Context: an optimization exercise on an open-source flow, tuned for small area. The choices shown serve that exercise and are no tape-out recipe. Function was checked by simulation only, so behaviour that the tests miss may differ from the original. No driver is modelled on the clock port, so clocking that relies on it looks cheaper here than on a real chip. Power is estimated from default activity; no workload was simulated.

v15:
// matrix_calc_top
module matrix_calc_top #(
    parameter int CLK_FREQ  = 100_000_000,
    parameter int BAUD_RATE = 6_250_000      
) (
    input  logic              clk,
    input  logic              rst_n,
    input  logic              rxd,
    input  logic              btn_load,
    input  logic              btn_print,
    input  matrix_pkg::slot_t slot_sel,
    output logic              txd,
    output logic              busy
);
    function automatic logic [7:0] inc8(input logic [7:0] a);
        logic c;
        c = 1'b1;
        for (int i = 0; i < 8; i++) begin
            inc8[i] = a[i] ^ c;
            c       = c & a[i];
        end
    endfunction
    function automatic logic [3:0] inc4(input logic [3:0] a, input logic ci);
        logic c;
        c = ci;
        for (int i = 0; i < 4; i++) begin
            inc4[i] = a[i] ^ c;
            c       = c & a[i];
        end
    endfunction
    function automatic logic [2:0] inc3(input logic [2:0] a);
        inc3 = {a[2] ^ (a[1] & a[0]), a[1] ^ a[0], ~a[0]};
    endfunction
    function automatic logic [2:0] dec3(input logic [2:0] a);
        dec3 = {a[2] ^ ~(a[1] | a[0]), a[1] ^ ~a[0], ~a[0]};
    endfunction
    logic [7:0] rx_cnt;    
    logic [6:0] rx_sh;
    logic       rx_smp;
    logic       rx_ev;
    logic [7:0] rx_byte;
    assign rx_smp  = (rx_cnt[3:0] == 4'd7);
  ...
export LEC_CHECK = 0
export CAP_MARGIN = 20
export CORE_MARGIN = 2
export CORE_UTILIZATION = 75
export CTS_CLUSTER_DIAMETER = 70
export CTS_CLUSTER_SIZE = 30
export PLACE_DENSITY = 0.85
export SLEW_MARGIN = 20
create_clock -name core_clock -period 10.0 [get_ports {clk}]
standard.sh (not shown) runs the stock make flow with config.mk's settings and CLKGATE_MAP_FILE= SYNTH_SCRIPT=/design/flow/synth_recipe.tcl, a recipe that flattens the netlist after the stock synthesis.
==> flow/flow/run.sh <==
#!/bin/bash
# Standard layout; after clock tree synthesis, the dummy clock loads are
# removed and a power-recovery resizing pass
# downsizes gates which have timing slack to spare.
set -euo pipefail
R=orfs/results/sky130hd/matrix_calc_top/base
bash standard.sh cts > standard_cts.log 2>&1
openroad -no_init -exit flow/recover.tcl > recover.log 2>&1
bash standard.sh > standard_finish.log 2>&1
==> flow/flow/recover.tcl <==
# After CTS: drop dummy clock loads, then downsize non-critical gates
# (same cell footprints, same registers).
set R orfs/results/sky130hd/matrix_calc_top/base
read_liberty $::env(FLOW_HOME)/platforms/sky130hd/lib/sky130_fd_sc_hd__tt_025C_1v80.lib
read_db $R/4_cts.odb
read_sdc $R/4_cts.sdc
source $::env(FLOW_HOME)/platforms/sky130hd/setRC.tcl
set_dont_use [get_lib_cells {sky130_fd_sc_hd__probe* sky130_fd_sc_hd__lpflow_*}]
set_propagated_clock [all_clocks]
estimate_parasitics -placement
report_design_area
# Remove the clock tree's dummy balancing loads: they drive nothing, and
# without them the clock nets carry less load.
set n 0
foreach inst [[ord::get_db_block] getInsts] {
  if {[string match clkload* [$inst getName]]} {
    odb::dbInst_destroy $inst
    incr n
  }
}
puts "Removed $n dummy clock loads"
# Port buffers: the smallest buffer is enough at this clock period.
foreach inst [get_cells {input* output*}] {
  set m [get_property $inst ref_name]
  if {$m == "sky130_fd_sc_hd__clkdlybuf4s50_1" || $m == "sky130_fd_sc_hd__dlygate4sd3_1"} {
    replace_cell $inst sky130_fd_sc_hd__buf_1
  }
}
estimate_parasitics -placement
report_design_area
repair_timing -recover_power 100
# Downsizing only shrinks cells in place; legalize only if that left an
# illegal placement.
if {[catch {check_placement -verbose} msg]} {
  puts "check_placement failed ($msg); legalizing"
  detailed_placement
  check_placement -verbose
}
estimate_parasitics -placement
report_design_area
report_worst_slack -max
report_worst_slack -min
write_db $R/4_cts.odb
Edits applied to the flow inputs when going from v15 to v41:
==> flow/flow/run.sh <==
#!/bin/bash
# Standard layout, plus a power-recovery resizing pass after clock tree
# synthesis that downsizes gates which have timing slack to spare.
set -euo pipefail
R=orfs/results/sky130hd/matrix_calc_top/base
bash standard.sh cts > standard_cts.log 2>&1
openroad -no_init -exit flow/recover.tcl > recover.log 2>&1
bash standard.sh > standard_finish.log 2>&1
==> flow/flow/recover.tcl <==
# Downsize non-critical gates after CTS (same cell footprints, same registers).
set R orfs/results/sky130hd/matrix_calc_top/base
read_liberty $::env(FLOW_HOME)/platforms/sky130hd/lib/sky130_fd_sc_hd__tt_025C_1v80.lib
read_db $R/4_cts.odb
read_sdc $R/4_cts.sdc
source $::env(FLOW_HOME)/platforms/sky130hd/setRC.tcl
set_dont_use [get_lib_cells {sky130_fd_sc_hd__probe* sky130_fd_sc_hd__lpflow_*}]
set_propagated_clock [all_clocks]
estimate_parasitics -placement
report_design_area
repair_timing -recover_power 100
detailed_placement
check_placement -verbose
estimate_parasitics -placement
report_design_area
report_worst_slack -max
report_worst_slack -min
write_db $R/4_cts.odb
Findings:
Register-to-register slack: v41 vs v15 down 30 ps. The total of cells resized after clock tree synthesis of v41 and that of v15 are within noise of each other. Relative to v15, final critical-path required period has increased by 32 ps in v41. | timing-limited maximum frequency | v41 vs v15 | worse |. Changes observed in v41 relative to v15: wire length per cell after detailed routing shrank by about 0.33%, fraction of area in multi-input gates roughly the same, global-route wire length before repair did not really move, final design instance area without fill has increased. The clock network power share of v41 exceeds that of v15 by 0.5 points.
--- input diff v41..v28 ---
diff --git a/flow/flow/recover.tcl b/flow/flow/recover.tcl
--- a/flow/flow/recover.tcl
+++ b/flow/flow/recover.tcl
@@ -10,6 +10,11 @@
 report_design_area
 repair_timing -recover_power 100
-detailed_placement
-check_placement -verbose
+# Downsizing only shrinks cells in place; legalize only if that left an
+# illegal placement.
+if {[catch {check_placement -verbose} msg]} {
+  puts "check_placement failed ($msg); legalizing"
+  detailed_placement
+  check_placement -verbose
+}
 estimate_parasitics -placement
 report_design_area
### Flow results
Diff v41..v28 | total power of the final layout | unchanged. As far as fraction of power consumed by the clock network is concerned, v28 and v41 perform about the same. Taking v41 as the reference, in v28 post-DP HPWL flat; count of clock-buffer cells in the layout flat. v41 -> v28: number of hold buffers added after CTS delta 0, exact match. From v28 to v41, number of distinct library cells after synthesis did not move at all. Any difference in clock latency on the worst-skew pair between v28 and v41 is small enough to ignore. | via count | v28 vs v41 | ≈ equal |.
## Diff of input files: v52 against v28
==> flow/run.sh (new file) <==
#!/bin/bash
# synth_recipe.tcl (not shown) runs the flow's synth.tcl, then flattens the netlist and writes it again
# the make line also repeats each setting of config.mk as NAME=value (left out here)
make -C /OpenROAD-flow-scripts/flow DESIGN_CONFIG=/design/flow/config.mk WORK_HOME=/design/flow/orfs CLKGATE_MAP_FILE= SYNTH_SCRIPT=/design/flow/synth_recipe.tcl finish
removed: flow/flow/run.sh
removed: flow/flow/recover.tcl
removed: flow/standard.sh
--- outcome ---
v52 went all the way through synthesis, placement and routing and the layout is clean on timing, DRC and antenna. v52 and v28 ended up with roughly the same total power draw. Compared v28 against v52; final cell area excluding filler cells within noise. Diff v52..v28 | met1 layer wirelength in the final routing | negligible. Summary of the comparison: worst-case register-to-register setup slack is higher in v52, relative to v28. The power per standard cell area of v28 and that of v52 are within noise of each other. ~same global-route wire length before repair in v28 and v52.

========
Another version of the RTL of matrix_calc_top (not shown whole).
Size: about 3900 cells after synthesis, roughly 9 I/O pins.
Settings: LEC_CHECK=0, CAP_MARGIN=20, CORE_MARGIN=2, CORE_UTILIZATION=70, CTS_CLUSTER_DIAMETER=70, CTS_CLUSTER_SIZE=30, PLACE_DENSITY=0.8, SLEW_MARGIN=20; clock period 10.0 ns.
run.sh (not shown) runs the stock make flow with config.mk's settings and CLKGATE_MAP_FILE= SYNTH_SCRIPT=/design/flow/synth_recipe.tcl, a recipe that flattens the netlist after the stock synthesis.
Stock flow here: none of the scripts above is used.
==> next run, changes <==
- CORE_UTILIZATION: 70 -> 75
- PLACE_DENSITY: 0.8 -> 0.85
Effect:
- global-route usage grows by 5.8 points
- sequential power barely changes
- die area is lower by 6.6%
- design area drops by 0.68%
- non-clock buffer count drops by 2
- fmax is higher by 0.77%
- combinational power grows by 5.8%
- area after synthesis is unchanged
- worst hold slack improves by 0.0077 ns
==> next run, changes <==
==> flow/flow/run.sh (new file) <==
#!/bin/bash
# Standard layout, with the clock tree built without dummy balancing loads.
set -o pipefail
export CTS_ARGS="-sink_clustering_enable -repair_clock_nets -sink_clustering_size 30 -sink_clustering_max_diameter 70 -dont_use_dummy_load"
bash standard.sh > standard.log 2>&1
==> flow/standard.sh (new file) <==
#!/bin/bash
# synth_recipe.tcl (not shown) runs the flow's synth.tcl, then flattens the netlist and writes it again
# the make line also repeats each setting of config.mk as NAME=value (left out here)
make -C /OpenROAD-flow-scripts/flow DESIGN_CONFIG=/design/flow/config.mk WORK_HOME=/design/flow/orfs CLKGATE_MAP_FILE= SYNTH_SCRIPT=/design/flow/synth_recipe.tcl "${@:-finish}"
removed: flow/run.sh
The changed run finished with timing, DRC and antenna clean.
Hold slack is worse by 0.038 ns.
Cell area falls by about 0.4%.
Power went down by about 1.2%.
Via count stays flat.
Wire length drops by about 1.3%.
Combinational power decreases by about 1%.
Count of clock-buffer cells in the layout went down by 22.

========
Another version of the RTL of matrix_calc_top (not shown whole).
Size in the first run: ~3300 flip-flops, ~72000 sq um of cells after synthesis.
Design matrix_calc_top, start of the top module:
module matrix_calc_top #(
    parameter int CLK_FREQ  = 100_000_000,
    parameter int BAUD_RATE = 6_250_000      
) (
    input  logic              clk,
    input  logic              rst_n,
    input  logic              rxd,
    input  logic              btn_load,
    input  logic              btn_print,
    input  matrix_pkg::slot_t slot_sel,
    output logic              txd,
    output logic              busy
);
Settings: LEC_CHECK=0, CAP_MARGIN=20, CORE_MARGIN=2, CORE_UTILIZATION=70, CTS_CLUSTER_DIAMETER=50, CTS_CLUSTER_SIZE=30, PLACE_DENSITY=0.8, SLEW_MARGIN=20; clock period 10.0 ns.
Stock flow here: none of the scripts above is used.
The baseline passed the timing, design-rule and antenna checks.
Edit:
Settings changed: CTS_CLUSTER_DIAMETER 50 to 80.
Result:
- routed wire length fell by 6.3%
- via count fell by 2.4%
- sequential share of layout area rose by 2.3 points
- power fell by 8.0%
- clock power fell by 23%
- worst hold slack gets better by 0.032 ns

==> separate check: timing with driven ports <==
The results above use ideal ports. As a check the final layouts listed here were re-extracted and re-timed, cells and wires unchanged.
Step 1 sets driving cells, clkbuf_16 on the clock port and buf_2 on the other inputs (assumed; they add their load-dependent delay and slew).
Step 2 moves the port delays by t, midway between the first and last clock arrival at a register: inputs arrive t later, outputs are due t later. That takes back most of the time a late clock gives input paths.
a / b / c = no drivers / after step 1 / after step 2; a / b = the first two.
run	shift t [ns]	setup WS [ns]	worst setup path after step 2	latest minus earliest clock arrival (ns)	cell pins on the clock port's net
v15	0.782	1.900 / 1.900 / 1.900	register to register	0.068 / 0.068	1
v41	0.797	1.868 / 1.868 / 1.868	register to register	0.041 / 0.042	1
v28	0.797	1.868 / 1.868 / 1.868	register to register	0.041 / 0.042	1
v52	0.795	2.165 / 2.165 / 2.165	register to register	0.042 / 0.042	1
the first run of note 2	0.813	4.745 / 4.682 / 5.495	register to output	0.054 / 0.054	1
the second run of note 2	0.812	4.785 / 4.713 / 5.392	input to register	0.037 / 0.038	1
the third run of note 2	0.786	4.818 / 4.745 / 5.353	input to register	0.079 / 0.079	1
the first run of note 3	0.836	4.428 / 4.361 / 5.196	register to output	0.059 / 0.059	1
the second run of note 3	0.790	4.589 / 4.522 / 5.312	register to output	0.030 / 0.031	1
After both steps every run listed still meets setup and hold.
